Source: an optimization exercise on an open RTL-to-GDS flow (aim: small area, a short achievable clock period and few clock cycles per item). Production flows keep margins and buffers that such runs may drop.
RTL that was checked went through simulation tests only; none was proved equivalent to the original.
Function not checked in runs 1 to 3 and 5: the RTL went through the layout flow alone.
Power and IR drop assume default switching activity.

**flow/constraint.sdc**
```tcl
create_clock -name core_clock -period 8.5 [get_ports {clk}]
set_input_delay 1.7000 -clock core_clock [delete_from_list [all_inputs] [get_ports {clk}]]
set_output_delay 1.7000 -clock core_clock [all_outputs]
set_load 0.01 [all_outputs]
```
**flow/design.v**
```verilog
module ex_muldiv_hilo #(
   parameter int WIDTH      = 32,
   parameter int MUL_CYCLES = 1
) (
   input  logic             clk,
   input  logic             reset,
   input  logic             pipe2_valid_in,
   input  logic [2:0]       md_op,
   input  logic [WIDTH-1:0] vsrc1,
   input  logic [WIDTH-1:0] vsrc2,
   input  logic             pipe2_flush,
   input  logic             pipe3_allow_in,
   output logic             pipe2_allow_in,
   output logic             md_busy,
   output logic [WIDTH-1:0] hi,
   output logic [WIDTH-1:0] lo
);
   localparam logic [2:0] S_IDLE = 3'd0, S_MUL = 3'd1, S_DIVN = 3'd2, S_DIV = 3'd3,
                          S_FIN  = 3'd4, S_DONE = 3'd5;
   localparam logic [2:0] OP_MULT = 3'b001, OP_MULTU = 3'b010, OP_DIV = 3'b011,
                          OP_DIVU = 3'b100, OP_MTHI = 3'b101, OP_MTLO = 3'b110;
   logic [2:0]  state_q, state_d;
   logic        busy_q, done_q, dstep_q;
   logic [4:0]  cnt_q, cnt_d;
   logic [31:0] hi_q, hi_d, lo_q, lo_d;
   logic [63:0] s_q, s_d, c_q, c_d;       
   logic [31:0] opa_q, opb_q;             
   logic        negq_q, negr_q, div_q;
   logic        is_mul, is_div, long_op, op_signed;
   logic [1:0]  ctop;
   assign is_mul    = (md_op == OP_MULT) | (md_op == OP_MULTU);
   assign is_div    = (md_op == OP_DIV)  | (md_op == OP_DIVU);
   assign long_op   = pipe2_valid_in & (is_mul | is_div);
   assign op_signed = (md_op == OP_MULT) | (md_op == OP_DIV);
   function automatic logic uniform(input logic [31:0] v, input int lsb, input logic sg);
      logic u0, u1;
      u0 = 1'b1; u1 = 1'b1;
      for (int i = 0; i < 32; i++) if (i >= lsb) begin
         u0 = u0 & ~v[i];
         u1 = u1 & v[i];
      end
      uniform = u0 | (sg & u1);
   endfunction
   always_comb begin
      if (!uniform(vsrc2, 23, op_signed))      ctop = 2'd3;
      else if (!uniform(vsrc2, 15, op_signed)) ctop = 2'd2;
      else if (!uniform(vsrc2, 7, op_signed))  ctop = 2'd1;
      else                                     ctop = 2'd0;
   end
   function automatic void csa(input logic [63:0] x, input logic [63:0] y, input logic [63:0] z,
                               output logic [63:0] s, output logic [63:0] c);
      s = x ^ y ^ z;
      c = {((x & y) | (x & z) | (y & z)), 1'b0};
   endfunction
   logic [7:0]  chunk_q, chunk_d;
   logic [63:0] pp [8];
   logic [63:0] s1, c1, s2, c2, s3, c3, s4, c4, s5, c5, s6, c6, s7, c7, ms, mc;
   always_comb begin
      for (int i = 0; i < 8; i++) pp[i] = {32'd0, opa_q & {32{chunk_q[i]}}} << i;
      csa(pp[0], pp[1], pp[2], s1, c1);
      csa(pp[3], pp[4], pp[5], s2, c2);
      csa(pp[6], pp[7], {s_q[55:0], 8'hFF}, s3, c3);
      csa(s1, c1, s2, s4, c4);
      csa(c2, s3, c3, s5, c5);
      csa(s4, c4, s5, s6, c6);
      csa(s6, c6, c5, s7, c7);
      csa(s7, c7, {c_q[55:0], 8'd0}, ms, mc);
   end
   function automatic logic [7:0] pick(input logic [31:0] v, input logic [1:0] i);
      case (i)
         2'd0: pick = v[7:0];
         2'd1: pick = v[15:8];
         2'd2: pick = v[23:16];
         default: pick = v[31:24];
      endcase
   endfunction
   assign chunk_d = (state_q == S_IDLE) ? pick((op_signed & vsrc2[31]) ? -vsrc2 : vsrc2, ctop)
                                        : pick(opb_q, cnt_q[1:0] - 2'd1);
   logic [63:0] kdiv, fmask, fin;
   logic [64:0] fsum;
   logic        ge;
   assign kdiv  = {{32{negr_q}}, {32{negq_q}}};
   assign fmask = div_q ? kdiv : {64{negq_q}};
   ex_muldiv_hilo_add #(65) u_fadd (
      .a({s_q[63:32], dstep_q ? s_q[31] : ~div_q, s_q[31:0] | {32{dstep_q}}}),
      .b({c_q[63:32], dstep_q & ~opb_q[0], c_q[31:0]}),
      .cin(dstep_q | (~div_q & ~negq_q)), .s(fsum), .cout(ge));
   assign fin = {fsum[64:33], fsum[31:0]} ^ fmask;
   function automatic logic [5:0] lzc(input logic [31:0] v);
      logic [5:0] n;
      n = 6'd32;
      for (int i = 0; i < 32; i++) if (v[i]) n = 6'(31 - i);
      lzc = n;
   endfunction
   logic        sga, sgb, bzero, qzero;
   logic [5:0]  lza, lzb;
   logic [6:0]  qe;                       
   logic [4:0]  sh_q;
   logic        qz_q, bz_q;
   logic [63:0] w_norm;
   assign sga   = op_signed & vsrc1[31];
   assign sgb   = op_signed & vsrc2[31];
   assign lza   = lzc(vsrc1 ^ {32{sga}});
   assign lzb   = (sgb & (vsrc2 == 32'hFFFFFFFF)) ? 6'd31 : lzc(vsrc2 ^ {32{sgb}});
   assign bzero = (vsrc2 == 32'd0);
   assign qe    = {1'b0, lzb} - {1'b0, lza} + {6'd0, sga};
   assign qzero = qe[6];                  
   assign w_norm = {32'd0, opa_q} << sh_q;
   logic [63:0] w_step, c_div;
   assign w_step = {(ge ? fsum[63:32] : s_q[62:31]), s_q[30:0], ge};
   assign c_div  = {1'b1, ~opb_q[31:1], 32'd0};
   always_comb begin
      pipe2_allow_in = pipe2_flush | (pipe3_allow_in & (busy_q ? done_q : ~long_op));
   end
   always_comb begin
      state_d = state_q; cnt_d = cnt_q;
      hi_d = hi_q; lo_d = lo_q;
      s_d  = s_q;
      c_d  = 64'd0;
      case (state_q)
         S_IDLE: begin
            s_d = '1;
            cnt_d = {3'd0, ctop};
            if (pipe2_flush) begin
               state_d = S_IDLE;
            end else if (long_op & is_mul) begin
               state_d = S_MUL;
            end else if (long_op) begin
               cnt_d = qe[4:0];
               state_d = S_DIVN;
            end else if (pipe2_valid_in & pipe3_allow_in) begin
               if (md_op == OP_MTHI) hi_d = vsrc1;
               if (md_op == OP_MTLO) lo_d = vsrc1;
            end
         end
         S_MUL: begin
            s_d = ms;
            c_d = mc;
            cnt_d = cnt_q - 5'd1;
            if (pipe2_flush) state_d = S_IDLE;
            else if (cnt_q[1:0] == 2'd0) state_d = S_FIN;
         end
         S_DIVN: begin
            s_d = w_norm;
            c_d = c_div;
            if (pipe2_flush) state_d = S_IDLE;
            else if (qz_q) begin
               hi_d = vsrc1;
               lo_d = {32{bz_q}};
               state_d = S_DONE;
            end else state_d = S_DIV;
         end
         S_DIV: begin
            s_d = w_step;
            c_d = c_div;
            cnt_d = cnt_q - 5'd1;
            if (pipe2_flush) state_d = S_IDLE;
            else if (cnt_q == 5'd0) begin
               c_d = kdiv;
               state_d = S_FIN;
            end
         end
         S_FIN: begin
            s_d = w_step;
            if (pipe2_flush) state_d = S_IDLE;
            else begin
               hi_d = fin[63:32];
               lo_d = fin[31:0];
               state_d = S_DONE;
            end
         end
         default: begin
            s_d = w_step;
            if (pipe2_flush | pipe3_allow_in) state_d = S_IDLE;
         end
      endcase
   end
   always_ff @(posedge clk) begin
      if (reset) begin
         state_q <= S_IDLE;
         busy_q  <= 1'b0;
         done_q  <= 1'b0;
         dstep_q <= 1'b0;
         hi_q    <= '0;
         lo_q    <= '0;
      end else begin
         state_q <= state_d;
         busy_q  <= (state_d != S_IDLE);
         done_q  <= (state_d == S_DONE);
         dstep_q <= (state_d == S_DIV);
         hi_q    <= hi_d;
         lo_q    <= lo_d;
      end
   end
   always_ff @(posedge clk) begin
      cnt_q   <= cnt_d;
      chunk_q <= chunk_d;
      s_q     <= s_d;
      c_q     <= c_d;
      opa_q   <= (op_signed & vsrc1[31]) ? -vsrc1 : vsrc1;
      opb_q   <= (op_signed & vsrc2[31]) ? -vsrc2 : vsrc2;
      negq_q  <= op_signed & (vsrc1[31] ^ vsrc2[31]);
      negr_q  <= op_signed & vsrc1[31];
      div_q   <= is_div;
      sh_q    <= 5'd31 - qe[4:0];
      qz_q    <= bzero | qzero;
      bz_q    <= bzero;
   end
   assign md_busy = busy_q;
   assign hi      = hi_q;
   assign lo      = lo_q;
endmodule
module ex_muldiv_hilo_add #(parameter N = 33) (input [N-1:0] a, input [N-1:0] b, input cin, output [N-1:0] s, output cout);
  localparam L = $clog2(N);
  wire [N-1:0] g0 = a & b, p0 = a ^ b;
  reg [N:0] c;
  reg [N-1:0] G, P;
  integer i, lvl;
  always @* begin
    G = g0; P = p0;
    G[0] = g0[0] | (p0[0] & cin);
    for (lvl = 0; lvl < L; lvl = lvl + 1)
      for (i = 0; i < N; i = i + 1)
        if (((i+1) % (2<<lvl)) == 0) begin
          G[i] = G[i] | (P[i] & G[i-(1<<lvl)]);
          P[i] = P[i] & P[i-(1<<lvl)];
        end
    for (lvl = L-2; lvl >= 0; lvl = lvl - 1)
      for (i = 0; i < N; i = i + 1)
        if (((i+1) % (2<<lvl)) == (1<<lvl) && (i+1) >= 3*(1<<lvl)) begin
          G[i] = G[i] | (P[i] & G[i-(1<<lvl)]);
          P[i] = P[i] & P[i-(1<<lvl)];
        end
    c[0] = cin;
    for (i = 0; i < N; i = i + 1) c[i+1] = G[i];
  end
  assign s = p0 ^ c[N-1:0];
  assign cout = c[N];
endmodule
```
**flow/config.mk**
```make
export PLATFORM = sky130hd
export DESIGN_NAME = ex_muldiv_hilo
export DESIGN_NICKNAME = ex_muldiv_hilo
export VERILOG_FILES = /design/flow/design.v
export SDC_FILE = /design/flow/constraint.sdc
export NUM_CORES = 4
export LEC_CHECK = 0
export CAP_MARGIN = 20
export CORE_MARGIN = 2
export CORE_UTILIZATION = 40
export SETUP_SLACK_MARGIN = 4
export SLEW_MARGIN = 20
```
**flow/run.sh**
```bash
#!/bin/bash
# synth_recipe.tcl (not shown) runs the flow's synth.tcl, then flattens the netlist and writes it again
# the make line also repeats each setting of config.mk as NAME=value (left out here)
make -C /OpenROAD-flow-scripts/flow DESIGN_CONFIG=/design/flow/config.mk WORK_HOME=/design/flow/orfs CLKGATE_MAP_FILE= SYNTH_SCRIPT=/design/flow/synth_recipe.tcl finish
```
==> out/metrics.yaml, run 1 <==
critical_path:
  path_common_cell: "o21ai_1"
  ff2ff_path_depth: 20
  critPathRequiredTime_ns: 8.84
  max_stage_delay_ns: 0.38
  path_cells: "dlygate4sd2_1 -> nand2b_1 -> and3_1 -> a211oi_1 -> o21ai_1 -> a22oi_2 -> o21ai_1 -> and3_1 -> a21oi_2 -> o22ai_1 -> o211ai_1 -> ha_1 -> inv_1 -> ha_1 -> inv_1 -> fa_2 -> nor2b_1 -> o21ai_1 -> nand2b_1 -> xnor2_1 -> nand3b_1 -> o21ai_1"
  crit_path_start_kind: "input pin"
  timing.reg2reg.setup_slack_ns: 3.53
  worstPathArrival_ns: 5.46
  critPathMaxFanout: 10
  end_kind: "register"
  timing.rr.start: "dstep_q"
  cp_top_family: "compound AO/OA/AOI/OAI gates"
  slowest_stage: "fa_2"
  critPathKind: "input pin to register"
  crit_start: "vsrc1[6]"
  path_buf_inv: 3
  r2r-end: "hi_q[31]"
clocking:
  clk_pin_slew_worst_paths_ns: 0.06
  cts_num_sinks: 283
  cts-buffers-inserted: 31
  cts_hold_buf: 0
  cts_root_buf: "clkbuf_16"
  clock_path_buffers: 3
  clk_latency_ns: 0.61
  htree_levels: 1
  cts_tree: "yes"
cells_and_area:
  drive_gt1_frac: 0.154
  syn_to_final_growth_pct: 19.2
  register_area_um2: 5750
  final_common_cell: "inv_1"
  final_util: 0.483
  n_antenna_cell: 0
  final.fill_count: 6502
  finalNetCount: 3854
  most-common-layout-cells: "inv_1 (470), nand2_1 (346), dfxtp_1 (265), fa_1 (260), nor2_1 (224)"
  multi_input_area_um2: 20300
place:
  gp_congestion: 0.939
  hpwl_um: 71200
  numPortBuffers: 137
route:
  wl_per_cell_um: 22.3
  drc: 0
  routed.top_layer: "met5"
  first_iter_violations: 2074
  vias_per_cell: 5.64
  vias: 24181
  drtAntennaViolNets: 0
  drtPass1Iterations: 6
  dr_wl_met3_um: 6320
  drt-met1-wl_um: 38800
  wl_met2_um: 46000
  drt_wl_total_um: 95600
floorplan:
  initial_core_util: 0.405
  dieArea_um2: 70300
  fp.dieW_um: 265
  std_cell_rows: 95
  core_region_area_um2: 67400
  io_pins: 138
  die_y_um: 265
synth:
  synth.top_cell.area_share: 0.207
  ys_seq_area_frac: 0.209
  yosys-top-cells-area: "fa_1 (21%), dfxtp_1 (20%), inv_1 (6.5%)"
  async_reset_ff_frac: 0
  synthCells: 3344
  synth_warnings: 3
  ys_types: 93
  synth_area_per_cell_um2: 8.16
  ys_ff_latch: 283
  synth-edff-count: 5
  syn_nets: 3808
  synth_flop_cell: "dfxtp_1"
  netlist_area_um2: 27300
  yosysTopAreaCell: "fa_1"
power_and_ir_drop:
  peakVddDrop_uv: 178
  p_clk_frac: 0.144
  p_leak_uw: 0.0148
  pwr-share-seq: 0.181
  p_switching_uw: 4370
  p_int_uw: 4840
  power_frac_comb: 0.675
  switching_share: 0.474
  power_per_cell_area_nw_per_um2: 283
global_routing:
  grt_pass1_vias: 24174
  grt_util_all_layers: 0.268
  antenna_found_initial: 1
  grt_first_pass_wirelength_um: 145000
  grt-ovfl-total: 0
  grt_start_max_net_pins: 69
timing:
  fmax_mhz: 195
  layout_min_cycle_time_ns: 5.13
  timing.slew.headroom: 0.143
  whs_ns: 0.485
  maxSlewViolCount: 0
  hold_violations: 0
  setup_tns_ns: 0
  fin_crit_sh: 0.603
  rsz0062_at_grt: "yes"
  setup_viol: 0
  tightest_slew_ns: 1.27
  fin_skew_ns: 0.0140
worst_hold_path:
  hold_path_depth: 2
  min-delay-start: "hi_q[30]"
  whs_endpoint: "hi_q[30]"
  hp-class: "register to register"
status:
  outcome: "complete, no violations"
run:
  maxCapViolations: 0
-- Yosys cell counts, drive strengths merged, types with 25 or more instances --
cell type / count
a21oi: 236
xor2: 62
buf: 44
nor3: 86
nand3: 38
fa: 282
ha: 110
or3: 25
and2: 120
mux2i: 41
or2: 39
o21ai: 100
a211oi: 34
dfxtp: 278
a21o: 64
inv: 477
a221oi: 76
xnor2: 108
nor2: 251
clkbuf: 205
nand2: 356
-- routing by layer --
layer	GRT usage	vias up
met2	0.456	976
met3	0.0337	232
met1	0.344	11978
li1	-	10993
met5	0	-
met4	0.112	2
-- worst max-delay path by stage --
stage | to | cells after the start
floorplan | cnt_q[4] | 21
global placement | cnt_q[4] | 24
detailed placement | cnt_q[4] | 24
CTS | cnt_q[4] | 22
global route | cnt_q[4] | 21
finish | cnt_q[4] | 22
-- cell families after synthesis --
kind of cell,Yosys count,share of synthesized area
AND/OR/NAND/NOR,1028,0.179
buffers and inverters,729,0.102
AO/OA/AOI/OAI,670,0.162
adder cells (fa/ha/maj),392,0.257
flip-flops,283,0.209
XOR/XNOR,170,0.0546
multiplexers,72,0.0353
-- power groups by stage --
stage,combinational [uW],sequential [uW],clock (uW)
after floorplan,3640,1530,0
after global placement,5290,1680,0
after detailed placement,5300,1680,0
after CTS,5850,1660,1340
after global routing,6890,1680,1390
final,6220,1670,1330
-- metrics by stage --
step	total power, uW	worst slack [ns]	cells	instance area [um2]
final	9210	3.37	4285	32500
after global placement	6970	1.56	4134	29100
after CTS	8840	3.45	4249	31700
after floorplan	5170	3.32	3344	27300
after detailed placement	6990	1.54	4134	29100
after global routing	9950	3.26	4285	32500
-- area by class of cell --
cell class / instances / share of cell area
tap: 873 / 0.0336
clock buffer: 48 / 0.0277
multi-input combinational: 2332 / 0.624
sequential: 283 / 0.177
inverter: 480 / 0.0560
clock inverter: 7 / 0.00154
timing repair inverter: 2 / 0.000616
timing repair buffer: 260 / 0.0801
-- worst register-to-register path: cells and delay by family (launching register included) --
family | cells | cell delay, ns
AO/OA/AOI/OAI | 12 | 2.33
adder cells (fa/ha/maj) | 3 | 1.34
flip-flops | 1 | 0.39
buffers and inverters | 2 | 0.35
AND/OR/NAND/NOR | 2 | 0.34
XOR/XNOR | 1 | 0.17
-- registers in the layout, indices dropped and copies added (netlist names), 3 cells and up --
name and cells:
s_q 64, c_q 62, hi_q 32, lo_q 32
opa_q 32, opb_q 32, chunk_q 8, cnt_q 5
sh_q 5, state_q 3
-- what timing repair did --
action                     CTS  global route
pin swaps                  134           100
resized for setup          366           113
setup endpoints to repair  107            97
setup buffers               53            36
gates cloned                 7             0
==> run 2, diff against run 1 <==
--- a/flow/design.v
+++ b/flow/design.v
@@ -20,7 +20,7 @@
    localparam logic [2:0] OP_MULT = 3'b001, OP_MULTU = 3'b010, OP_DIV = 3'b011,
                           OP_DIVU = 3'b100, OP_MTHI = 3'b101, OP_MTLO = 3'b110;
    logic [2:0]  state_q, state_d;
-   logic        busy_q, done_q, dstep_q;
+   logic        busy_q, done_q;
    logic [4:0]  cnt_q, cnt_d;
    logic [31:0] hi_q, hi_d, lo_q, lo_d;
    logic [63:0] s_q, s_d, c_q, c_d;       
@@ -78,37 +78,51 @@
                                         : pick(opb_q, cnt_q[1:0] - 2'd1);
    logic [63:0] kdiv, fmask, fin;
    logic [64:0] fsum;
-   logic        ge;
    assign kdiv  = {{32{negr_q}}, {32{negq_q}}};
    assign fmask = div_q ? kdiv : {64{negq_q}};
    ex_muldiv_hilo_add #(65) u_fadd (
-      .a({s_q[63:32], dstep_q ? s_q[31] : ~div_q, s_q[31:0] | {32{dstep_q}}}),
-      .b({c_q[63:32], dstep_q & ~opb_q[0], c_q[31:0]}),
-      .cin(dstep_q | (~div_q & ~negq_q)), .s(fsum), .cout(ge));
+      .a({s_q[63:32], ~div_q, s_q[31:0]}), .b({c_q[63:32], 1'b0, c_q[31:0]}),
+      .cin(~div_q & ~negq_q), .s(fsum), .cout());
    assign fin = {fsum[64:33], fsum[31:0]} ^ fmask;
    function automatic logic [5:0] lzc(input logic [31:0] v);
-      logic [5:0] n;
-      n = 6'd32;
-      for (int i = 0; i < 32; i++) if (v[i]) n = 6'(31 - i);
-      lzc = n;
-   endfunction
-   logic        sga, sgb, bzero, qzero;
+      logic        z [6][32];
+      logic [4:0]  c [6][32];
+      for (int i = 0; i < 32; i++) begin
+         z[0][i] = ~v[i];
+         c[0][i] = 5'd0;
+      end
+      for (int l = 1; l < 6; l++)
+         for (int i = 0; i < (32 >> l); i++) begin
+            z[l][i] = z[l-1][2*i+1] & z[l-1][2*i];
+            c[l][i] = z[l-1][2*i+1] ? (c[l-1][2*i] | 5'(1 << (l-1))) : c[l-1][2*i+1];
+         end
+      lzc = z[5][0] ? 6'd32 : {1'b0, c[5][0]};
+   endfunction
+   logic        sga, sgb, bzero;
    logic [5:0]  lza, lzb;
+   logic [5:0]  lza_q;
+   logic [4:0]  lzb_q;
+   logic        sga_q, bz_q;
    logic [6:0]  qe;                       
-   logic [4:0]  sh_q;
-   logic        qz_q, bz_q;
+   logic        qzero;
+   logic [4:0]  sh;
    logic [63:0] w_norm;
    assign sga   = op_signed & vsrc1[31];
    assign sgb   = op_signed & vsrc2[31];
    assign lza   = lzc(vsrc1 ^ {32{sga}});
-   assign lzb   = (sgb & (vsrc2 == 32'hFFFFFFFF)) ? 6'd31 : lzc(vsrc2 ^ {32{sgb}});
+   assign lzb   = lzc(vsrc2 ^ {32{sgb}});   
    assign bzero = (vsrc2 == 32'd0);
-   assign qe    = {1'b0, lzb} - {1'b0, lza} + {6'd0, sga};
+   assign qe    = {2'b0, lzb_q} - {1'b0, lza_q} + {6'd0, sga_q};
    assign qzero = qe[6];                  
-   assign w_norm = {32'd0, opa_q} << sh_q;
-   logic [63:0] w_step, c_div;
-   assign w_step = {(ge ? fsum[63:32] : s_q[62:31]), s_q[30:0], ge};
-   assign c_div  = {1'b1, ~opb_q[31:1], 32'd0};
+   assign sh    = 5'd31 - qe[4:0];
+   assign w_norm = {32'd0, opa_q} << sh;
+   logic [32:0] rs, d;
+   logic        ge;
+   logic [63:0] w_step;
+   assign rs     = {s_q[63:32], s_q[31]};
+   ex_muldiv_hilo_add #(33) u_dsub (
+      .a(rs), .b({1'b1, ~opb_q}), .cin(1'b1), .s(d), .cout(ge));
+   assign w_step = {(ge ? d[31:0] : rs[31:0]), s_q[30:0], ge};
    always_comb begin
       pipe2_allow_in = pipe2_flush | (pipe3_allow_in & (busy_q ? done_q : ~long_op));
    end
@@ -126,7 +140,6 @@
             end else if (long_op & is_mul) begin
                state_d = S_MUL;
             end else if (long_op) begin
-               cnt_d = qe[4:0];
                state_d = S_DIVN;
             end else if (pipe2_valid_in & pipe3_allow_in) begin
                if (md_op == OP_MTHI) hi_d = vsrc1;
@@ -142,9 +155,10 @@
          end
          S_DIVN: begin
             s_d = w_norm;
-            c_d = c_div;
-            if (pipe2_flush) state_d = S_IDLE;
-            else if (qz_q) begin
+            c_d = kdiv;
+            cnt_d = qe[4:0];
+            if (pipe2_flush) state_d = S_IDLE;
+            else if (bz_q | qzero) begin
                hi_d = vsrc1;
                lo_d = {32{bz_q}};
                state_d = S_DONE;
@@ -152,13 +166,10 @@
          end
          S_DIV: begin
             s_d = w_step;
-            c_d = c_div;
+            c_d = kdiv;
             cnt_d = cnt_q - 5'd1;
             if (pipe2_flush) state_d = S_IDLE;
-            else if (cnt_q == 5'd0) begin
-               c_d = kdiv;
-               state_d = S_FIN;
-            end
+            else if (cnt_q == 5'd0) state_d = S_FIN;
          end
          S_FIN: begin
             s_d = w_step;
@@ -180,14 +191,12 @@
          state_q <= S_IDLE;
          busy_q  <= 1'b0;
          done_q  <= 1'b0;
-         dstep_q <= 1'b0;
          hi_q    <= '0;
          lo_q    <= '0;
       end else begin
          state_q <= state_d;
          busy_q  <= (state_d != S_IDLE);
          done_q  <= (state_d == S_DONE);
-         dstep_q <= (state_d == S_DIV);
          hi_q    <= hi_d;
          lo_q    <= lo_d;
       end
@@ -202,8 +211,9 @@
       negq_q  <= op_signed & (vsrc1[31] ^ vsrc2[31]);
       negr_q  <= op_signed & vsrc1[31];
       div_q   <= is_div;
-      sh_q    <= 5'd31 - qe[4:0];
-      qz_q    <= bzero | qzero;
+      lza_q   <= lza;
+      lzb_q   <= lzb[4:0] | {5{lzb[5]}};    
+      sga_q   <= sga;
       bz_q    <= bzero;
    end
    assign md_busy = busy_q;
==> run 2 against run 1 <==
Synthesized cell count increased by 0.66%. Highest routed layer is now met4. First-iteration DRC count up 2.3%. Combinational power is 6.8% higher. Largest power group unchanged. Die area up 3.0%. Sequential power about the same. Critical path type is now input pin to output port. Sequential share of layout area increased by 0.66 points. Clock power rose by 25%. Total power rose by 8.1%. Still clean on timing, DRC and antenna.
==> out/metrics.yaml, run 2 <==
global_routing:
  antenna_found_initial: 2
  grt_util_all_layers: 0.259
  grt_start_max_net_pins: 71
  grt_first_pass_wirelength_um: 146000
  grt-ovfl-total: 0
  grt_pass1_vias: 23942
cells_and_area:
  regMostFlops: "s_q"
  largest_reg_flops: 64
  register_area_um2: 5810
  drive_gt1_frac: 0.0620
  finalNetCount: 3849
  most-common-layout-cells: "inv_1 (471), nand2_1 (348), fa_1 (295), dfxtp_1 (276), nor2_1 (213)"
  final.fill_count: 7039
  multi_input_area_um2: 19900
  final_common_cell: "inv_1"
  syn_to_final_growth_pct: 12.6
  instances_no_fill: 4312
  reg.largest.list: "s_q x64, c_q x62"
synth:
  netlist_area_um2: 28100
  synth_area_per_cell_um2: 8.36
  yosysTopAreaCell: "fa_1"
  ys_types: 75
  synth_warnings: 8
  yosys-top-cells-count: "inv_1 (471), nand2_1 (350), fa_1 (296), dfxtp_1 (282), nor2_1 (217)"
  yosys.cell_count.top_type: "inv_1"
  syn_nets: 3872
  synthCells: 3366
  ys_seq_area_frac: 0.206
  async_reset_ff_frac: 0
  synth-edff-count: 5
  synth_flop_cell: "dfxtp_1"
  ys_ff_latch: 287
  synth.top_cell.area_share: 0.211
  yosys-top-cells-area: "fa_1 (21%), dfxtp_1 (20%), inv_1 (6.3%)"
route:
  drtAntennaViolNets: 0
  first_iter_violations: 2122
  drc: 0
  drt_wl_total_um: 94300
  vias: 24143
  vias_per_cell: 5.60
  wl_per_cell_um: 21.9
  drtPass1Iterations: 6
critical_path:
  critPathMaxFanout: 5
  critPathKind: "input pin to output port"
  ff2ff_path_depth: 13
  timing.reg2reg.setup_slack_ns: 4.14
  worstPathArrival_ns: 2.68
  end_kind: "output port"
  crit_path_start_kind: "input pin"
  critPathRequiredTime_ns: 6.80
  r2r-end: "s_q[34]"
  timing.rr.start: "opa_q[27]"
timing:
  fin_crit_sh: 0.515
  fmax_mhz: 228
  finalWorstSetupSlack_ns: 4.12
  layout_min_cycle_time_ns: 4.38
  setup_viol: 0
  setup_tns_ns: 0
  rsz0062_at_grt: "yes"
  fin_skew_ns: 0.0191
  hold_violations: 0
  maxSlewViolCount: 0
  timing.slew.headroom: 0.285
  tightest_slew_ns: 1.07
worst_hold_path:
  min-delay-start: "lo_q[13]"
  whs_endpoint: "lo_q[13]"
  hold_path_depth: 2
  hp-class: "register to register"
place:
  hpwl_um: 74500
  gp_congestion: 0.954
  numPortBuffers: 137
  pre_cts_slack_ns: 2.88
  dp.cells: 4241
floorplan:
  core_region_area_um2: 69800
  io_pins: 138
  fp.dieW_um: 269
  dieArea_um2: 72500
  initial_core_util: 0.403
  die_y_um: 269
  std_cell_rows: 97
clocking:
  cts_root_buf: "clkbuf_16"
  cts-buffers-inserted: 36
  cts_hold_buf: 0
  clk_latency_ns: 0.56
  cts_tree: "yes"
  clk_pin_slew_worst_paths_ns: 0.06
  htree_levels: 2
  clock_path_buffers: 3
  cts_num_sinks: 287
power_and_ir_drop:
  p_int_uw: 5150
  pwr-share-seq: 0.166
  power_frac_comb: 0.667
  p_switching_uw: 4810
  p_leak_uw: 0.0144
  p_clk_frac: 0.167
  peakVddDrop_uv: 165
  switching_share: 0.483
  power_per_cell_area_nw_per_um2: 314
  finalPower_uw: 9950
run:
  maxCapViolations: 0
status:
  outcome: "complete, no violations"
-- run 2: power by group through the flow --
stage               Sequential, uW  Clock (uW)  Combinational [uW]
floorplan                     1570           0                4380
global placement              1680           0                6430
detailed placement            1680           0                6440
CTS                           1650        1670                6610
global route                  1660        1730                7490
finish                        1650        1660                6640
-- run 2: worst max-delay path: stages --
cell	delay [ns]
buf_2	0.14
nor2_4	0.13
xnor2_2	0.15
a21oi_1	0.10
a21o_1	0.16
a21o_1	0.18
clkbuf_2	0.12
-- run 2: worst max path at each step --
stage	from	cells past startpoint	endpoint	slack, ns
floorplan	negq_q	21	hi_q[22]	4.09
finish	md_op[1]	7	pipe2_allow_in	4.12
CTS	md_op[1]	7	pipe2_allow_in	3.85
detailed placement	md_op[0]	11	lza_q[1]	2.88
global placement	md_op[0]	11	lza_q[1]	2.93
global route	negq_q	19	hi_q[30]	3.98
-- run 2: cells by family (layout without fill, tap and decap cells) --
kind of cell               Yosys count  in the layout  share of synthesized area
and+or+nand+nor                    941            942                      0.157
other                                0              2                          0
DFF                                287            287                      0.206
muxes                               89             89                     0.0423
buffers and inverters              716            719                     0.0961
adders and majority gates          434            434                      0.272
AOI/OAI and AO/OA                  718            718                      0.170
xor gates and xnor gates           181            181                     0.0563
-- run 2: layer usage --
layer  GRT usage  wire length, um
met2       0.438            45100
met1       0.343            39600
met4      0.0857             3450
met3      0.0295             6210
met5           0                0
-- run 2: metrics by stage --
stage | utilization | cell area [um2] | hold WS, ns
3_5_place_dp | 0.433 | 30200 | 0.444
2_1_floorplan | - | 28100 | 0.476
3_3_place_gp | 0.432 | 30200 | 0.443
5_1_grt | 0.454 | 31700 | 0.475
6_report | 0.454 | 31700 | 0.452
4_1_cts | 0.452 | 31600 | 0.452
-- run 2: cell type report --
cell class / count / area share
Antenna cell: 2 / 0.000158
Inverter: 473 / 0.0560
Sequential cell: 287 / 0.183
Timing Repair Buffer: 181 / 0.0549
Multi-Input combinational cell: 2364 / 0.628
Clock inverter: 15 / 0.00644
Tap cell: 940 / 0.0371
Clock buffer: 50 / 0.0337
-- run 2: timing repair --
item / CTS / global route
buffers inserted: 0 / 2
gates resized for setup: 31 / 30
endpoints found under the setup margin: 47 / 33
cloned: 0 / 2
pin swaps: 3 / 7
==> run 3, diff against run 2 <==
--- a/flow/config.mk
+++ b/flow/config.mk
@@ -8,5 +8,5 @@
 export CAP_MARGIN = 20
 export CORE_MARGIN = 2
 export CORE_UTILIZATION = 40
-export SETUP_SLACK_MARGIN = 4
+export SETUP_SLACK_MARGIN = 5
 export SLEW_MARGIN = 20
==> run 3 against run 2 <==
Combinational power increased by 35%. Sequential power increased by 2%. Highest routed layer unchanged. Sequential share of layout area decreased by 1.8 points. Worst setup slack improved by 0.10 ns. Critical endpoint unchanged.
==> out/metrics.yaml, run 3 <==
status:
  outcome: "complete, no violations"
critical_path:
  r2r-end: "s_q[19]"
  critPathMaxFanout: 10
  max_stage_delay_ns: 0.15
  critPathRequiredTime_ns: 6.80
  path_common_cell: "a21o_1"
  path_cells: "buf_8 -> nor2_4 -> xnor2_2 -> a21oi_1 -> a21o_1 -> a21o_1 -> buf_2"
  worstPathArrival_ns: 2.58
  critPathKind: "input pin to output port"
  timing.rr.start: "chunk_q[5]"
  path_buf_inv: 2
  end_kind: "output port"
  timing.reg2reg.setup_slack_ns: 4.43
  slowest_stage: "a21o_1"
  ff2ff_path_depth: 15
  crit_path_start_kind: "input pin"
  cp_top_family: "compound AO/OA/AOI/OAI gates"
timing:
  fmax_mhz: 234
  maxSlewViolCount: 0
  whs_ns: 0.450
  rsz0062_at_grt: "yes"
  hold_violations: 0
  fin_crit_sh: 0.503
  timing.slew.headroom: 0.332
  layout_min_cycle_time_ns: 4.28
  fin_skew_ns: 0.0298
  setup_tns_ns: 0
  setup_viol: 0
  tightest_slew_ns: 1.00
clocking:
  cts_hold_buf: 0
  htree_levels: 2
  cts_root_buf: "clkbuf_16"
  cts-buffers-inserted: 34
  clock_path_buffers: 3
  clk_pin_slew_worst_paths_ns: 0.06
  cts_num_sinks: 287
  clk_latency_ns: 0.56
  cts_tree: "yes"
route:
  drc: 0
  vias_per_cell: 5.75
  drt_wl_total_um: 107000
  wl_per_cell_um: 24.1
  drtAntennaViolNets: 0
  drtPass1Iterations: 6
  first_iter_violations: 2133
  vias: 25615
synth:
  synth_area_per_cell_um2: 8.36
  yosys-top-cells-count: "inv_1 (471), nand2_1 (350), fa_1 (296), dfxtp_1 (282), nor2_1 (217)"
  yosysTopAreaCell: "fa_1"
  synth_warnings: 8
  synth_flop_cell: "dfxtp_1"
  synth-edff-count: 5
  netlist_area_um2: 28100
  ys_types: 75
  ys_seq_area_frac: 0.206
  async_reset_ff_frac: 0
  ys_ff_latch: 287
  yosys.cell_count.top_type: "inv_1"
  yosys-top-cells-area: "fa_1 (21%), dfxtp_1 (20%), inv_1 (6.3%)"
  syn_nets: 3872
  synthCells: 3366
  synth.top_cell.area_share: 0.211
cells_and_area:
  regMostFlops: "s_q"
  largest_reg_flops: 64
  final.fill_count: 6610
  finalNetCount: 3993
  multi_input_area_um2: 22000
  syn_to_final_growth_pct: 26.7
  most-common-layout-cells: "inv_1 (389), nand2_1 (321), dfxtp_1 (237), fa_1 (222), nor2_1 (191)"
  register_area_um2: 5880
  drive_gt1_frac: 0.255
  reg.largest.list: "s_q x64, c_q x62"
  final_common_cell: "inv_1"
  instances_no_fill: 4453
run:
  maxCapViolations: 0
worst_hold_path:
  whs_endpoint: "lo_q[3]"
  hold_path_depth: 2
  hp-class: "register to register"
  min-delay-start: "lo_q[3]"
global_routing:
  grt_first_pass_wirelength_um: 159000
  grt-ovfl-total: 0
  grt_start_max_net_pins: 75
  grt_util_all_layers: 0.286
  antenna_found_initial: 2
  grt_pass1_vias: 25312
floorplan:
  die_y_um: 269
  fp.dieW_um: 269
  std_cell_rows: 97
  core_region_area_um2: 69800
  initial_core_util: 0.403
  dieArea_um2: 72500
  io_pins: 138
place:
  dp.cells: 4232
  numPortBuffers: 137
  gp_congestion: 0.943
  hpwl_um: 74600
power_and_ir_drop:
  p_leak_uw: 0.0159
  peakVddDrop_uv: 280
  power_per_cell_area_nw_per_um2: 340
  finalPower_uw: 12100
[run 3: changes by cell type in the layout (fill, tap and decap cells not counted), moves of 53 or more]
cell	before	now
inv_1	471	389
and2_4	0	64
inv_2	2	80
fa_2	1	73
o21ai_0	147	94
clkdlybuf4s50_1	127	72
fa_1	295	222
and2_1	152	88
[run 3: cells by family (layout without fill, tap and decap cells)]
| logic type | count (synthesis) | count (layout) | share of synthesized area |
|---|---|---|---|
| simple gates | 941 | 943 | 0.157 |
| compound gates | 718 | 718 | 0.170 |
| buf+inv | 716 | 860 | 0.0961 |
| fa+ha+maj | 434 | 434 | 0.272 |
| flops | 287 | 287 | 0.206 |
| xor+xnor | 181 | 181 | 0.0563 |
| mux | 89 | 89 | 0.0423 |
| other cells | 0 | 1 | 0 |
[run 3: through the flow]
stage / area, um2 / utilization / setup WS, ns
2_1_floorplan: 28900 / - / 4.18
3_3_place_gp: 30500 / 0.437 / 3.31
3_5_place_dp: 30500 / 0.437 / 3.33
4_1_cts: 34100 / 0.489 / 4.23
5_1_grt: 35700 / 0.511 / 4.17
6_report: 35700 / 0.511 / 4.22
[run 3: worst register-to-register path: cells and delay by family (launching register included)]
family                   cells  cell delay, ns
AO/OA/AOI/OAI                3            0.40
buffers and inverters        6            0.46
adder cells (fa/ha/maj)      5            2.54
AND/OR/NAND/NOR              1            0.13
flip-flops                   1            0.38
[run 3: routing by layer]
layer / wire length (um) / GRT usage / up-vias
met2: 50600 / 0.474 / 1085
met3: 8190 / 0.0388 / 233
li1: - / - / 11415
met1: 44000 / 0.378 / 12882
met4: 4660 / 0.108 / 0
met5: 0 / 0 / -
[run 3: report_power, final]
group | switching (uW) | total, uW | internal [uW] | leakage [uW]
sequential | 216 | 1690 | 1470 | 0.00237
combinational | 4970 | 8960 | 3990 | 0.0130
clock | 636 | 1470 | 838 | 0.000537
total | 5820 | 12100 | 6300 | 0.0159
[run 3: how the worst max path moves through the flow]
stage                          from  depth (start not counted)  slack [ns]        endpoint
after global placement     md_op[0]                          7        3.31  pipe2_allow_in
after global routing       md_op[0]                          7        4.17  pipe2_allow_in
after CTS                  md_op[1]                          7        4.23  pipe2_allow_in
after floorplan           vsrc1[10]                          9        4.18       opa_q[23]
final                      md_op[0]                          7        4.22  pipe2_allow_in
after detailed placement   md_op[0]                          7        3.33  pipe2_allow_in
[run 3: layout make-up]
cell class | count | share of cell area
flip-flops and latches | 287 | 0.165
repair buffers | 326 | 0.105
inverters | 473 | 0.0501
multi-input cells | 2365 | 0.616
well taps | 940 | 0.0330
diodes | 1 | 0.0000702
clock inverters | 22 | 0.00516
clock buffers | 39 | 0.0255
[run 3: what timing repair did]
item	CTS	global route
setup endpoints to repair	207	175
gates resized for setup	510	287
buffers inserted	90	51
gates cloned	8	10
hold endpoints to repair	0	0
pin swaps	215	209
==> run 4, diff against run 3 <==
--- a/flow/design.v
+++ b/flow/design.v
@@ -221,7 +221,8 @@
    assign lo      = lo_q;
 endmodule
 module ex_muldiv_hilo_add #(parameter N = 33) (input [N-1:0] a, input [N-1:0] b, input cin, output [N-1:0] s, output cout);
-  localparam L = $clog2(N);
+  localparam int L = (N <= 2) ? 1 : (N <= 4) ? 2 : (N <= 8) ? 3 : (N <= 16) ? 4 :
+                      (N <= 32) ? 5 : (N <= 64) ? 6 : 7;    
   wire [N-1:0] g0 = a & b, p0 = a ^ b;
   reg [N:0] c;
   reg [N-1:0] G, P;
--- a/flow/config.mk
+++ b/flow/config.mk
@@ -8,5 +8,5 @@
 export CAP_MARGIN = 20
 export CORE_MARGIN = 2
 export CORE_UTILIZATION = 40
-export SETUP_SLACK_MARGIN = 5
+export SETUP_SLACK_MARGIN = 4
 export SLEW_MARGIN = 20
==> run 4 against run 3 <==
Sequential power shrank 2%. Routed wire length decreased by 12%. Via count shrank 5.7%. Synthesized cell count did not move. Register-to-register slack worse by 0.29 ns. First-iteration DRC count decreased by 0.52%. Clock skew decreased by 0.011 ns. Utilization down 5.7 points. Count of clock-buffer cells in the layout up 11. Area after synthesis unchanged. Total power shrank 18%. Largest cell class unchanged.
==> out/metrics.yaml, run 4 <==
global_routing:
  grt_first_pass_wirelength_um: 146000
  grt_start_max_net_pins: 71
  grt-ovfl-total: 0
  grt_pass1_vias: 23942
  antenna_found_initial: 2
  grt_util_all_layers: 0.259
worst_hold_path:
  whs_endpoint: "lo_q[13]"
  min-delay-start: "lo_q[13]"
  hp-class: "register to register"
  hold_path_depth: 2
cells_and_area:
  syn_to_final_growth_pct: 12.6
  reg.largest.list: "s_q x64, c_q x62"
  final_common_cell: "inv_1"
  finalNetCount: 3849
  regMostFlops: "s_q"
  drive_gt1_frac: 0.0620
  largest_reg_flops: 64
  most-common-layout-cells: "inv_1 (471), nand2_1 (348), fa_1 (295), dfxtp_1 (276), nor2_1 (213)"
  instances_no_fill: 4312
  final_util: 0.454
synth:
  synthCells: 3366
  synth.top_cell.area_share: 0.211
  synth-edff-count: 5
  ys_ff_latch: 287
  ys_types: 75
  ys_seq_area_frac: 0.206
  yosys-top-cells-count: "inv_1 (471), nand2_1 (350), fa_1 (296), dfxtp_1 (282), nor2_1 (217)"
  synth_area_per_cell_um2: 8.36
  yosys-top-cells-area: "fa_1 (21%), dfxtp_1 (20%), inv_1 (6.3%)"
  netlist_area_um2: 28100
  yosysTopAreaCell: "fa_1"
  syn_nets: 3872
  async_reset_ff_frac: 0
  synth_flop_cell: "dfxtp_1"
  yosys.cell_count.top_type: "inv_1"
  synth_warnings: 8
route:
  dr_wl_met3_um: 6210
  drtAntennaViolNets: 0
  drt_wl_total_um: 94300
  drtPass1Iterations: 6
  first_iter_violations: 2122
  vias: 24143
  vias_per_cell: 5.60
  drc: 0
  routed.top_layer: "met4"
  wl_met2_um: 45100
  wl_per_cell_um: 21.9
  drt-met1-wl_um: 39600
critical_path:
  r2r-end: "s_q[34]"
  ff2ff_path_depth: 13
  end_kind: "output port"
  timing.rr.start: "opa_q[27]"
  worstPathArrival_ns: 2.68
  crit_path_start_kind: "input pin"
  crit_start: "md_op[1]"
  critPathMaxFanout: 5
  critPathKind: "input pin to output port"
  timing.reg2reg.setup_slack_ns: 4.14
  critPathRequiredTime_ns: 6.80
timing:
  fmax_mhz: 228
  maxSlewViolCount: 0
  timing.slew.headroom: 0.285
  rsz0062_at_grt: "yes"
  fin_skew_ns: 0.0191
  hold_violations: 0
  tightest_slew_ns: 1.07
  setup_tns_ns: 0
  fin_crit_sh: 0.515
  setup_viol: 0
  layout_min_cycle_time_ns: 4.38
floorplan:
  io_pins: 138
  initial_core_util: 0.403
  std_cell_rows: 97
  dieArea_um2: 72500
  fp.dieW_um: 269
  core_region_area_um2: 69800
  die_y_um: 269
power_and_ir_drop:
  finalPower_uw: 9950
  peakVddDrop_uv: 165
  p_leak_uw: 0.0144
  power_per_cell_area_nw_per_um2: 314
clocking:
  cts_num_sinks: 287
  clock_path_buffers: 3
  cts_root_buf: "clkbuf_16"
  cts_tree: "yes"
  clk_pin_slew_worst_paths_ns: 0.06
  htree_levels: 2
  clk_latency_ns: 0.56
  cts-buffers-inserted: 36
place:
  hpwl_um: 74500
  numPortBuffers: 137
  gp_congestion: 0.954
  dp.cells: 4241
status:
  outcome: "complete, no violations"
run:
  maxCapViolations: 0
[run 4: cell types whose count changed in the layout (fill, tap and decap cells not counted), sizes merged, moves of 2 or more]
cell | previous run | this run
clkdlybuf4s50 | 72 | 127
bufinv | 2 | 4
clkinv | 15 | 5
dlymetal6s2s | 17 | 3
clkbuf | 56 | 52
dlygate4sd2 | 24 | 2
clkdlybuf4s15 | 5 | 0
buf | 191 | 47
[run 4: timing repair]
item | 4_1_cts | 5_1_grt
gates cloned | 0 | 2
gates resized for setup | 31 | 30
buffers inserted | 0 | 2
hold buffers | 0 | 0
pin swaps | 3 | 7
setup endpoints to repair | 47 | 33
[run 4: cells by family after synthesis]
group / Yosys count / share of synthesized area
simple gates: 941 / 0.157
compound gates: 718 / 0.170
buf+inv: 716 / 0.0961
fa+ha+maj: 434 / 0.272
flops: 287 / 0.206
xor+xnor: 181 / 0.0563
mux: 89 / 0.0423
[run 4: power breakdown]
group	leakage [uW]	switching (uW)	internal (uW)	total, uW
sequential	0.00237	188	1470	1650
combinational	0.0114	3960	2670	6640
clock	0.000612	656	1010	1660
[run 4: area by class of cell]
cell class	count	area, um2
repair buffers	181	1740
inverters	473	1780
flip-flops and latches	287	5810
fillers	7039	38100
multi-input cells	2364	19900
clock inverters	15	204
well taps	940	1180
clock buffers	50	1070
diodes	2	5.00
[run 4: critical path, stage by stage]
cell and delay (ns):
buf_2 0.14, nor2_4 0.13, xnor2_2 0.15, a21oi_1 0.10, a21o_1 0.16, a21o_1 0.18
clkbuf_2 0.12
[run 4: worst max-delay path by stage]
stage / to / slack (ns) / depth (start not counted)
final: pipe2_allow_in / 4.12 / 7
after floorplan: hi_q[22] / 4.09 / 21
after CTS: pipe2_allow_in / 3.85 / 7
after global placement: lza_q[1] / 2.93 / 11
after detailed placement: lza_q[1] / 2.88 / 11
after global routing: hi_q[30] / 3.98 / 19
[run 4: per-layer routing]
layer | GRT usage | up-vias
li1 | - | 11128
met1 | 0.343 | 11971
met2 | 0.438 | 878
met3 | 0.0295 | 166
met4 | 0.0857 | 0
met5 | 0 | -
[run 4: per-stage QoR]
step,instance area [um2],hold WS [ns],setup slack [ns]
finish,31700,0.452,4.12
global route,31700,0.475,3.98
CTS,31600,0.452,3.85
detailed placement,30200,0.444,2.88
global placement,30200,0.443,2.93
floorplan,28100,0.476,4.09
Testbench counts of run 4, summed over its fixed seeds: cycles 10,900, items 3,200.
==> run 5, diff against run 4 <==
--- a/flow/design.v
+++ b/flow/design.v
@@ -24,7 +24,7 @@
    logic [4:0]  cnt_q, cnt_d;
    logic [31:0] hi_q, hi_d, lo_q, lo_d;
    logic [63:0] s_q, s_d, c_q, c_d;       
-   logic [31:0] opa_q, opb_q;             
+   logic [31:0] opa_q, opb_q, opa_d;      
    logic        negq_q, negr_q, div_q;
    logic        is_mul, is_div, long_op, op_signed;
    logic [1:0]  ctop;
@@ -32,6 +32,7 @@
    assign is_div    = (md_op == OP_DIV)  | (md_op == OP_DIVU);
    assign long_op   = pipe2_valid_in & (is_mul | is_div);
    assign op_signed = (md_op == OP_MULT) | (md_op == OP_DIV);
+   assign opa_d     = (op_signed & vsrc1[31]) ? -vsrc1 : vsrc1;
    function automatic logic uniform(input logic [31:0] v, input int lsb, input logic sg);
       logic u0, u1;
       u0 = 1'b1; u1 = 1'b1;
@@ -52,30 +53,42 @@
       s = x ^ y ^ z;
       c = {((x & y) | (x & z) | (y & z)), 1'b0};
    endfunction
-   logic [7:0]  chunk_q, chunk_d;
-   logic [63:0] pp [8];
-   logic [63:0] s1, c1, s2, c2, s3, c3, s4, c4, s5, c5, s6, c6, s7, c7, ms, mc;
-   always_comb begin
-      for (int i = 0; i < 8; i++) pp[i] = {32'd0, opa_q & {32{chunk_q[i]}}} << i;
+   localparam logic [63:0] KB = 64'd0 - (64'd1 << 33) - (64'd1 << 35) - (64'd1 << 37) - (64'd1 << 39);
+   logic [8:0]  chunk_q, chunk_d;
+   logic [63:0] pp [4];
+   logic [7:0]  negs;
+   logic [63:0] s1, c1, s2, c2, s3, c3, s4, c4, ms, mc;
+   always_comb begin
+      for (int j = 0; j < 4; j++) begin
+         logic [2:0]  t;
+         logic        neg, one, two;
+         logic [32:0] mag;
+         t   = chunk_q[2*j +: 3];
+         neg = t[2] & ~(t[1] & t[0]);
+         one = t[1] ^ t[0];
+         two = (t[2] & ~t[1] & ~t[0]) | (~t[2] & t[1] & t[0]);
+         mag = ({33{one}} & {1'b0, opa_q}) | ({33{two}} & {opa_q, 1'b0});
+         pp[j] = {30'd0, ~neg, mag ^ {33{neg}}} << (2 * j);
+         negs[2*j]   = neg;
+         negs[2*j+1] = 1'b0;
+      end
       csa(pp[0], pp[1], pp[2], s1, c1);
-      csa(pp[3], pp[4], pp[5], s2, c2);
-      csa(pp[6], pp[7], {s_q[55:0], 8'hFF}, s3, c3);
-      csa(s1, c1, s2, s4, c4);
-      csa(c2, s3, c3, s5, c5);
-      csa(s4, c4, s5, s6, c6);
-      csa(s6, c6, c5, s7, c7);
-      csa(s7, c7, {c_q[55:0], 8'd0}, ms, mc);
-   end
-   function automatic logic [7:0] pick(input logic [31:0] v, input logic [1:0] i);
+      csa(pp[3], KB, {s_q[55:0], 8'hFF}, s2, c2);
+      csa(s1, c1, s2, s3, c3);
+      csa(s3, c3, c2, s4, c4);
+      csa(s4, c4, {c_q[55:0], negs}, ms, mc);
+   end
+   function automatic logic [8:0] pick(input logic [31:0] v, input logic [1:0] i);
       case (i)
-         2'd0: pick = v[7:0];
-         2'd1: pick = v[15:8];
-         2'd2: pick = v[23:16];
-         default: pick = v[31:24];
+         2'd0: pick = {v[7:0], 1'b0};
+         2'd1: pick = v[15:7];
+         2'd2: pick = v[23:15];
+         default: pick = v[31:23];
       endcase
    endfunction
-   assign chunk_d = (state_q == S_IDLE) ? pick((op_signed & vsrc2[31]) ? -vsrc2 : vsrc2, ctop)
-                                        : pick(opb_q, cnt_q[1:0] - 2'd1);
+   logic [31:0] absb;
+   assign absb    = (op_signed & vsrc2[31]) ? -vsrc2 : vsrc2;
+   assign chunk_d = (state_q == S_IDLE) ? pick(absb, ctop) : pick(opb_q, cnt_q[1:0] - 2'd1);
    logic [63:0] kdiv, fmask, fin;
    logic [64:0] fsum;
    assign kdiv  = {{32{negr_q}}, {32{negq_q}}};
@@ -133,7 +146,8 @@
       c_d  = 64'd0;
       case (state_q)
          S_IDLE: begin
-            s_d = '1;
+            s_d = {32'd0, opa_d & {32{chunk_d[8]}}};
+            c_d = '1;
             cnt_d = {3'd0, ctop};
             if (pipe2_flush) begin
                state_d = S_IDLE;
@@ -206,8 +220,8 @@
       chunk_q <= chunk_d;
       s_q     <= s_d;
       c_q     <= c_d;
-      opa_q   <= (op_signed & vsrc1[31]) ? -vsrc1 : vsrc1;
-      opb_q   <= (op_signed & vsrc2[31]) ? -vsrc2 : vsrc2;
+      opa_q   <= opa_d;
+      opb_q   <= absb;
       negq_q  <= op_signed & (vsrc1[31] ^ vsrc2[31]);
       negr_q  <= op_signed & vsrc1[31];
       div_q   <= is_div;
==> run 5 against run 4 <==
Clock skew is 0.0057 ns higher. Worst setup slack worse by 0.039 ns. Area after synthesis shrank 4.4%. Synthesized cell count is 6.3% lower. Sequential power grew 11%. Cell count fell by 6.1%. Fmax shrank 0.88%. Combinational power increased by 21%. Routed wire length is 5.4% higher. Via count increased by 0.24%. Largest cell class unchanged.
==> out/metrics.yaml, run 5 <==
timing:
  setup_viol: 0
  fmax_mhz: 226
  setup_tns_ns: 0
  maxSlewViolCount: 0
  whs_ns: 0.456
  rsz0062_at_grt: "no"
  layout_min_cycle_time_ns: 4.42
  hold_violations: 0
  tightest_slew_ns: 1.05
  timing.slew.headroom: 0.296
  fin_crit_sh: 0.520
  fin_skew_ns: 0.0248
clocking:
  htree_levels: 2
  cts_num_sinks: 289
  clk_pin_slew_worst_paths_ns: 0.06
  clk_latency_ns: 0.57
  cts_hold_buf: 0
  cts_tree: "yes"
  cts-buffers-inserted: 36
  clock_path_buffers: 3
  cts_root_buf: "clkbuf_16"
cells_and_area:
  drive_gt1_frac: 0.0856
  syn_to_final_growth_pct: 14.2
  most-common-layout-cells: "nand2_1 (298), dfxtp_1 (276), nor2_1 (244), inv_1 (243), fa_1 (199)"
  regMostFlops: "s_q"
  largest_reg_flops: 64
  final_util: 0.459
  reg.largest.list: "s_q x64, c_q x63"
  final_common_cell: "nand2_1"
  finalNetCount: 3608
floorplan:
  core_region_area_um2: 66900
  dieArea_um2: 69300
  initial_core_util: 0.402
  std_cell_rows: 95
  die_y_um: 263
  fp.dieW_um: 263
  io_pins: 138
route:
  drc: 0
  drt_wl_total_um: 99500
  drtPass1Iterations: 6
  drtAntennaViolNets: 0
  first_iter_violations: 2614
  vias_per_cell: 5.98
  wl_per_cell_um: 24.6
  vias: 24200
global_routing:
  grt-ovfl-total: 0
  grt_pass1_vias: 23160
  antenna_found_initial: 2
  grt_start_max_net_pins: 71
  grt_util_all_layers: 0.283
  grt_first_pass_wirelength_um: 150000
critical_path:
  path_cells: "clkdlybuf4s50_1 -> a21oi_1 -> a21oi_1 -> o21bai_1 -> buf_2"
  path_common_cell: "a21oi_1"
  slowest_stage: "clkdlybuf4s50_1"
  crit_path_start_kind: "input pin"
  critPathKind: "input pin to output port"
  path_buf_inv: 2
  end_kind: "output port"
  worstPathArrival_ns: 2.72
  max_stage_delay_ns: 0.49
  cp_top_family: "buffers and inverters"
  critPathRequiredTime_ns: 6.80
  critPathMaxFanout: 4
power_and_ir_drop:
  p_int_uw: 6020
  p_leak_uw: 0.0125
  p_switching_uw: 5480
  switching_share: 0.477
  power_frac_comb: 0.700
  peakVddDrop_uv: 250
  power_per_cell_area_nw_per_um2: 375
  pwr-share-seq: 0.159
  p_clk_frac: 0.141
synth:
  netlist_area_um2: 26900
  synth_area_per_cell_um2: 8.53
  synthCells: 3153
  synth_flop_cell: "dfxtp_1"
  synth_warnings: 8
  ys_types: 85
  yosys-top-cells-count: "nand2_1 (305), dfxtp_1 (284), nor2_1 (247), inv_1 (243), clkbuf_1 (211)"
  yosysTopAreaCell: "dfxtp_1"
  ys_ff_latch: 289
  async_reset_ff_frac: 0
  yosys.cell_count.top_type: "nand2_1"
  synth.top_cell.area_share: 0.211
  ys_seq_area_frac: 0.217
  syn_nets: 3612
  synth-edff-count: 5
  yosys-top-cells-area: "dfxtp_1 (21%), fa_1 (15%), ha_1 (8.7%)"
run:
  maxCapViolations: 0
place:
  gp_congestion: 1.00
  numPortBuffers: 137
  hpwl_um: 73300
worst_hold_path:
  hp-class: "register to register"
status:
  outcome: "complete, no violations"
## run 5: changes by cell type after synthesis, sizes merged, moves of 48 or more
cell   previous run  this run
inv             473       245
and2            152         5
a22oi            13       131
fa              296       200
xor2             69       152
nor3             51       101
ha              138       187
xnor2           112       160
## run 5: worst register-to-register path: stages, from the launching register on
cell	delay, ns
dfxtp_4	0.39
buf_12	0.12
nor2_1	0.05
fa_1	0.35
inv_1	0.07
fa_1	0.19
nand2b_1	0.14
a21oi_1	0.12
o21ai_2	0.26
nand3_4	0.14
a31o_2	0.29
and4b_1	0.21
or3_4	0.35
a31o_2	0.28
a31o_2	0.26
fa_1	0.38
xnor2_1	0.19
xnor2_1	0.13
nand2_1	0.07
o211ai_1	0.14
a21oi_1	0.09
## run 5: logic make-up (layout without fill, tap and decap cells)
group | after synthesis | count (layout) | share of synthesized area
DFF | 289 | 289 | 0.217
AOI/OAI and AO/OA | 760 | 762 | 0.196
buffers and inverters | 493 | 512 | 0.0696
muxes | 78 | 78 | 0.0413
xor gates and xnor gates | 312 | 312 | 0.102
adders and majority gates | 387 | 387 | 0.236
other | 0 | 1 | 0
and+or+nand+nor | 834 | 836 | 0.139
## run 5: power by group through the flow
stage	logic [uW]	registers (uW)	clock network [uW]
after global placement	7740	1840	0
final	8060	1830	1620
after floorplan	5460	1670	0
after global routing	8940	1840	1690
after CTS	7960	1810	1630
after detailed placement	7810	1840	0
## run 5: path summary, 6_finish.rpt
check	startpoint	to	slack, ns	cells past startpoint
max	pipe2_valid_in	pipe2_allow_in	4.08	5
min	hi_q[2]	hi_q[2]	0.46	2
max reg2reg	negq_q	hi_q[22]	4.13	20
min reg2reg	hi_q[2]	hi_q[2]	0.46	2
## run 5: area by class of cell
cell class,count,area [um2]
fillers,6500,36200
multi-input cells,2375,19600
flip-flops and latches,289,5850
repair buffers,201,2040
well taps,873,1090
clock buffers,50,1060
inverters,246,932
clock inverters,15,161
diodes,1,2.50
## run 5: repair_timing
| action | CTS | global route |
|---|---|---|
| endpoints found under the setup margin | 60 | 50 |
| resized for setup | 47 | 48 |
| pin swaps | 10 | 5 |
| gates cloned | 5 | 0 |
| hold endpoints to repair | 0 | 0 |
| setup buffers | 19 | 0 |
## run 5: through the flow
stage	cells	total power (uW)	worst slack [ns]	instance area, um2
2_1_floorplan	3153	7130	4.13	26900
3_3_place_gp	3960	9580	2.75	28900
3_5_place_dp	3960	9640	2.69	28900
4_1_cts	4049	11400	4.01	30600
5_1_grt	4049	12500	4.00	30700
6_report	4050	11500	4.08	30700
## run 5: per-layer routing
layer	global-route usage	routed length, um	share of wire	vias up
met4	0.103	3990	0.040	0
met2	0.417	41700	0.42	1298
li1	-	-	-	10970
met5	0	0	0	-
met3	0.0683	10700	0.11	225
met1	0.400	43100	0.43	11707
==> run 6, diff against run 5 <==
--- a/flow/design.v
+++ b/flow/design.v
@@ -111,21 +111,18 @@
          end
       lzc = z[5][0] ? 6'd32 : {1'b0, c[5][0]};
    endfunction
-   logic        sga, sgb, bzero;
-   logic [5:0]  lza, lzb;
+   logic        bzero;
    logic [5:0]  lza_q;
    logic [4:0]  lzb_q;
-   logic        sga_q, bz_q;
+   logic        bz_q;
    logic [6:0]  qe;                       
    logic        qzero;
    logic [4:0]  sh;
    logic [63:0] w_norm;
-   assign sga   = op_signed & vsrc1[31];
-   assign sgb   = op_signed & vsrc2[31];
-   assign lza   = lzc(vsrc1 ^ {32{sga}});
-   assign lzb   = lzc(vsrc2 ^ {32{sgb}});   
+   logic [5:0]  lzb;
+   assign lzb   = lzc(absb);
    assign bzero = (vsrc2 == 32'd0);
-   assign qe    = {2'b0, lzb_q} - {1'b0, lza_q} + {6'd0, sga_q};
+   assign qe    = {2'b0, lzb_q} - {1'b0, lza_q};
    assign qzero = qe[6];                  
    assign sh    = 5'd31 - qe[4:0];
    assign w_norm = {32'd0, opa_q} << sh;
@@ -225,9 +222,8 @@
       negq_q  <= op_signed & (vsrc1[31] ^ vsrc2[31]);
       negr_q  <= op_signed & vsrc1[31];
       div_q   <= is_div;
-      lza_q   <= lza;
-      lzb_q   <= lzb[4:0] | {5{lzb[5]}};    
-      sga_q   <= sga;
+      lza_q   <= lzc(opa_d);
+      lzb_q   <= lzb[4:0];                  
       bz_q    <= bzero;
    end
    assign md_busy = busy_q;
==> run 6 against run 5 <==
Global-route usage is 1.8 points higher. Die area shrank 0.26%. Hold slack got worse by 0.0023 ns. Register-to-register slack lost 0.02 ns. Cell count fell by 2.6%. Sequential power fell by 2%. Via count is 1.4% higher. Area after synthesis fell by 0.27%. Count of clock-buffer cells in the layout down 4. Utilization rose by 0.73 points. Largest cell class unchanged.
==> out/metrics.yaml, run 6 <==
status:
  outcome: "complete, no violations"
cells_and_area:
  design_area_um2: 30800
  most-common-layout-cells: "dfxtp_1 (280), nor2_1 (248), inv_1 (245), fa_1 (199), ha_1 (178)"
  final_common_cell: "dfxtp_1"
  drive_gt1_frac: 0.0939
  regMostFlops: "s_q"
  syn_to_final_growth_pct: 14.9
  finalNetCount: 3506
  instances_no_fill: 3944
  largest_reg_flops: 64
  reg.largest.list: "s_q x64, c_q x63"
place:
  numPortBuffers: 137
  placed_area_um2: 28800
  dp.cells: 3856
  hpwl_um: 82900
  gp_congestion: 0.962
synth:
  async_reset_ff_frac: 0
  synth_area_per_cell_um2: 8.82
  yosys-top-cells-area: "dfxtp_1 (21%), fa_1 (15%), ha_1 (8.4%)"
  yosys.cell_count.top_type: "dfxtp_1"
  ys_types: 90
  synth_flop_cell: "dfxtp_1"
  synth-edff-count: 5
  netlist_area_um2: 26800
  synth_warnings: 8
  yosys-top-cells-count: "dfxtp_1 (284), nor2_1 (256), inv_1 (245), fa_1 (200), clkbuf_1 (194)"
  synth.top_cell.area_share: 0.212
  synthCells: 3041
  ys_seq_area_frac: 0.218
  syn_nets: 3494
  ys_ff_latch: 289
  yosysTopAreaCell: "dfxtp_1"
route:
  drtAntennaViolNets: 0
  drt_wl_total_um: 106000
  vias_per_cell: 6.22
  wl_per_cell_um: 27.0
  drtPass1Iterations: 6
  vias: 24534
  first_iter_violations: 2586
  drc: 0
global_routing:
  antenna_found_initial: 1
  grt-ovfl-total: 0
  gr-usage-met1: 0.400
  grt_util_all_layers: 0.301
  grt_start_max_net_pins: 71
  globalRouteMet3Util: 0.0433
  use_met2: 0.485
  grt_first_pass_wirelength_um: 158000
  grt_pass1_vias: 24011
  grt_busiest_layer: "met2"
clocking:
  cts_tree: "yes"
  cts_root_buf: "clkbuf_16"
  htree_levels: 2
  cts-buffers-inserted: 37
  clock_path_buffers: 3
  clk_pin_slew_worst_paths_ns: 0.06
  clk_latency_ns: 0.58
  cts_num_sinks: 289
  cts_hold_buf: 0
critical_path:
  critPathKind: "input pin to register"
  end_kind: "register"
  slowest_stage: "clkdlybuf4s50_1"
  max_stage_delay_ns: 0.65
  path_cells: "clkdlybuf4s50_1 -> nor3_1 -> nand4_1 -> buf_4 -> buf_6 -> or2_1 -> o21ai_0 -> a32oi_1 -> nor4_2 -> or4b_4 -> a31oi_1 -> nor3_1"
  crit_path_start_kind: "input pin"
  path_buf_inv: 3
  worstPathArrival_ns: 4.89
  path_common_cell: "nor3_1"
  critPathMaxFanout: 9
  critPathRequiredTime_ns: 8.95
  cp_top_family: "simple AND/OR/NAND/NOR gates"
power_and_ir_drop:
  pwr-share-seq: 0.165
  switching_share: 0.474
  p_int_uw: 5710
  p_leak_uw: 0.0127
  p_switching_uw: 5150
  power_per_cell_area_nw_per_um2: 353
  p_clk_frac: 0.158
  peakVddDrop_uv: 228
  power_frac_comb: 0.677
timing:
  setup_viol: 0
  layout_min_cycle_time_ns: 4.44
  maxSlewViolCount: 0
  fin_skew_ns: 0.0302
  fmax_mhz: 225
  tightest_slew_ns: 1.19
  hold_violations: 0
  fin_crit_sh: 0.522
  timing.slew.headroom: 0.201
  setup_tns_ns: 0
  rsz0062_at_grt: "no"
floorplan:
  dieArea_um2: 69200
  fp.dieW_um: 263
  io_pins: 138
  initial_core_util: 0.406
  die_y_um: 263
  std_cell_rows: 94
  core_region_area_um2: 66100
worst_hold_path:
  hp-class: "register to register"
run:
  maxCapViolations: 0
==> run 6: changes by cell type after synthesis, sizes merged, moves of 10 or more <==
cell    delta
or3       -10
clkbuf    -17
a21o      +48
nand2    -140
a21oi     -43
mux2i     +22
nand3     -19
o21ai     -18
o22ai     -13
==> run 6: kinds of logic (layout without fill, tap and decap cells) <==
kind of cell,after synthesis,after routing,synth area share
compound gates,776,776,0.206
simple gates,711,712,0.126
buf+inv,473,510,0.0674
fa+ha+maj,381,381,0.234
xor+xnor,308,308,0.101
flops,289,289,0.218
mux,103,103,0.0492
other cells,0,1,0
==> run 6: final timing paths <==
check	startpoint	to	slack, ns	cells after the start
worst max-delay path	vsrc1[13]	lza_q[0]	4.06	12
worst max register to register	chunk_q[0]	s_q[25]	4.11	11
worst min register to register	hi_q[28]	hi_q[28]	0.45	2
worst min-delay path	hi_q[28]	hi_q[28]	0.45	2
==> run 6: cell type report <==
class	instances	area, um2
fillers	6345	35300
multi-input cells	2280	19800
flip-flops and latches	289	5840
repair buffers	196	1880
well taps	864	1080
clock buffers	46	980
inverters	249	942
clock inverters	19	295
diodes	1	2.50
==> run 6: worst register-to-register path, stage by stage, from the launching register on <==
cell and delay [ns]:
dfxtp_1 0.32, ha_1 0.18, nand2b_2 0.42, inv_6 0.43
xnor2_1 0.20, fa_1 0.46, fa_1 0.52, fa_1 0.43
fa_1 0.54, a221o_1 0.39, a221oi_2 0.30, nor2_1 0.09
==> run 6: power groups by stage <==
stage | registers, uW | clock network [uW] | logic (uW)
floorplan | 1630 | 0 | 4780
CTS | 1780 | 1720 | 7330
global route | 1800 | 1780 | 8100
global placement | 1810 | 0 | 7090
finish | 1790 | 1720 | 7360
detailed placement | 1800 | 0 | 7230
==> run 6: repair_timing <==
action                     in CTS  in global routing
cloned                          1                  1
setup endpoints to repair     114                 84
setup buffers                  11                  9
pin swaps                      10                 15
resized for setup              62                 86
==> run 6: stage by stage <==
| stage | hold WS (ns) | total power [uW] | utilization | worst slack [ns] |
|---|---|---|---|---|
| final | 0.454 | 10900 | 0.466 | 4.06 |
| after global routing | 0.473 | 11700 | 0.466 | 3.99 |
| after CTS | 0.453 | 10800 | 0.460 | 3.81 |
| after detailed placement | 0.446 | 9040 | 0.436 | 2.82 |
| after global placement | 0.446 | 8900 | 0.436 | 2.84 |
| after floorplan | 0.455 | 6410 | - | 3.86 |
==> run 6: per-layer routing <==
layer	vias up	wire, um
met5	-	0
met4	0	5290
met3	251	8280
met2	1321	49000
met1	12183	43800
li1	10779	-
Testbench counts of run 6, summed over its fixed seeds: cycles 10,847, items 3,200.

-- static timing again, ports no longer ideal --
How much do the figures lean on ideal ports? The routed layouts below were timed once more, with nothing changed but the port constraints. Step 1 assumes that a clkbuf_16 drives the clock port and a buf_2 every other input. Step 2 adds t to the input delays and takes it off the output delays; t is the mean of the earliest and latest rising clock arrival at the registers after step 1. Input paths then give back, and output paths get back, about the clock's delay inside the block. a / b / c = ideal / step 1 / step 2; a / b = the first two.
run | t (ns) | setup WS [ns] | clock arrival spread, ns | worst register clock-pin slew, ns
run 1 | 0.653 | 3.373 / 3.394 / 2.741 | 0.014 / 0.015 | 0.07 / 0.07
run 2 | 0.613 | 4.120 / 4.100 / 3.593 | 0.019 / 0.019 | 0.06 / 0.06
run 3 | 0.603 | 4.220 / 4.183 / 4.070 | 0.031 / 0.031 | 0.07 / 0.07
run 4 | 0.613 | 4.120 / 4.100 / 3.593 | 0.019 / 0.019 | 0.06 / 0.06
run 5 | 0.627 | 4.081 / 4.057 / 3.542 | 0.025 / 0.025 | 0.07 / 0.07
run 6 | 0.627 | 4.060 / 4.061 / 3.472 | 0.031 / 0.031 | 0.07 / 0.07
After both steps every run listed still meets setup and hold. The setup slack of run 1, which loses most, moves by +0.021 ns with the drivers and by -0.632 ns with both steps.
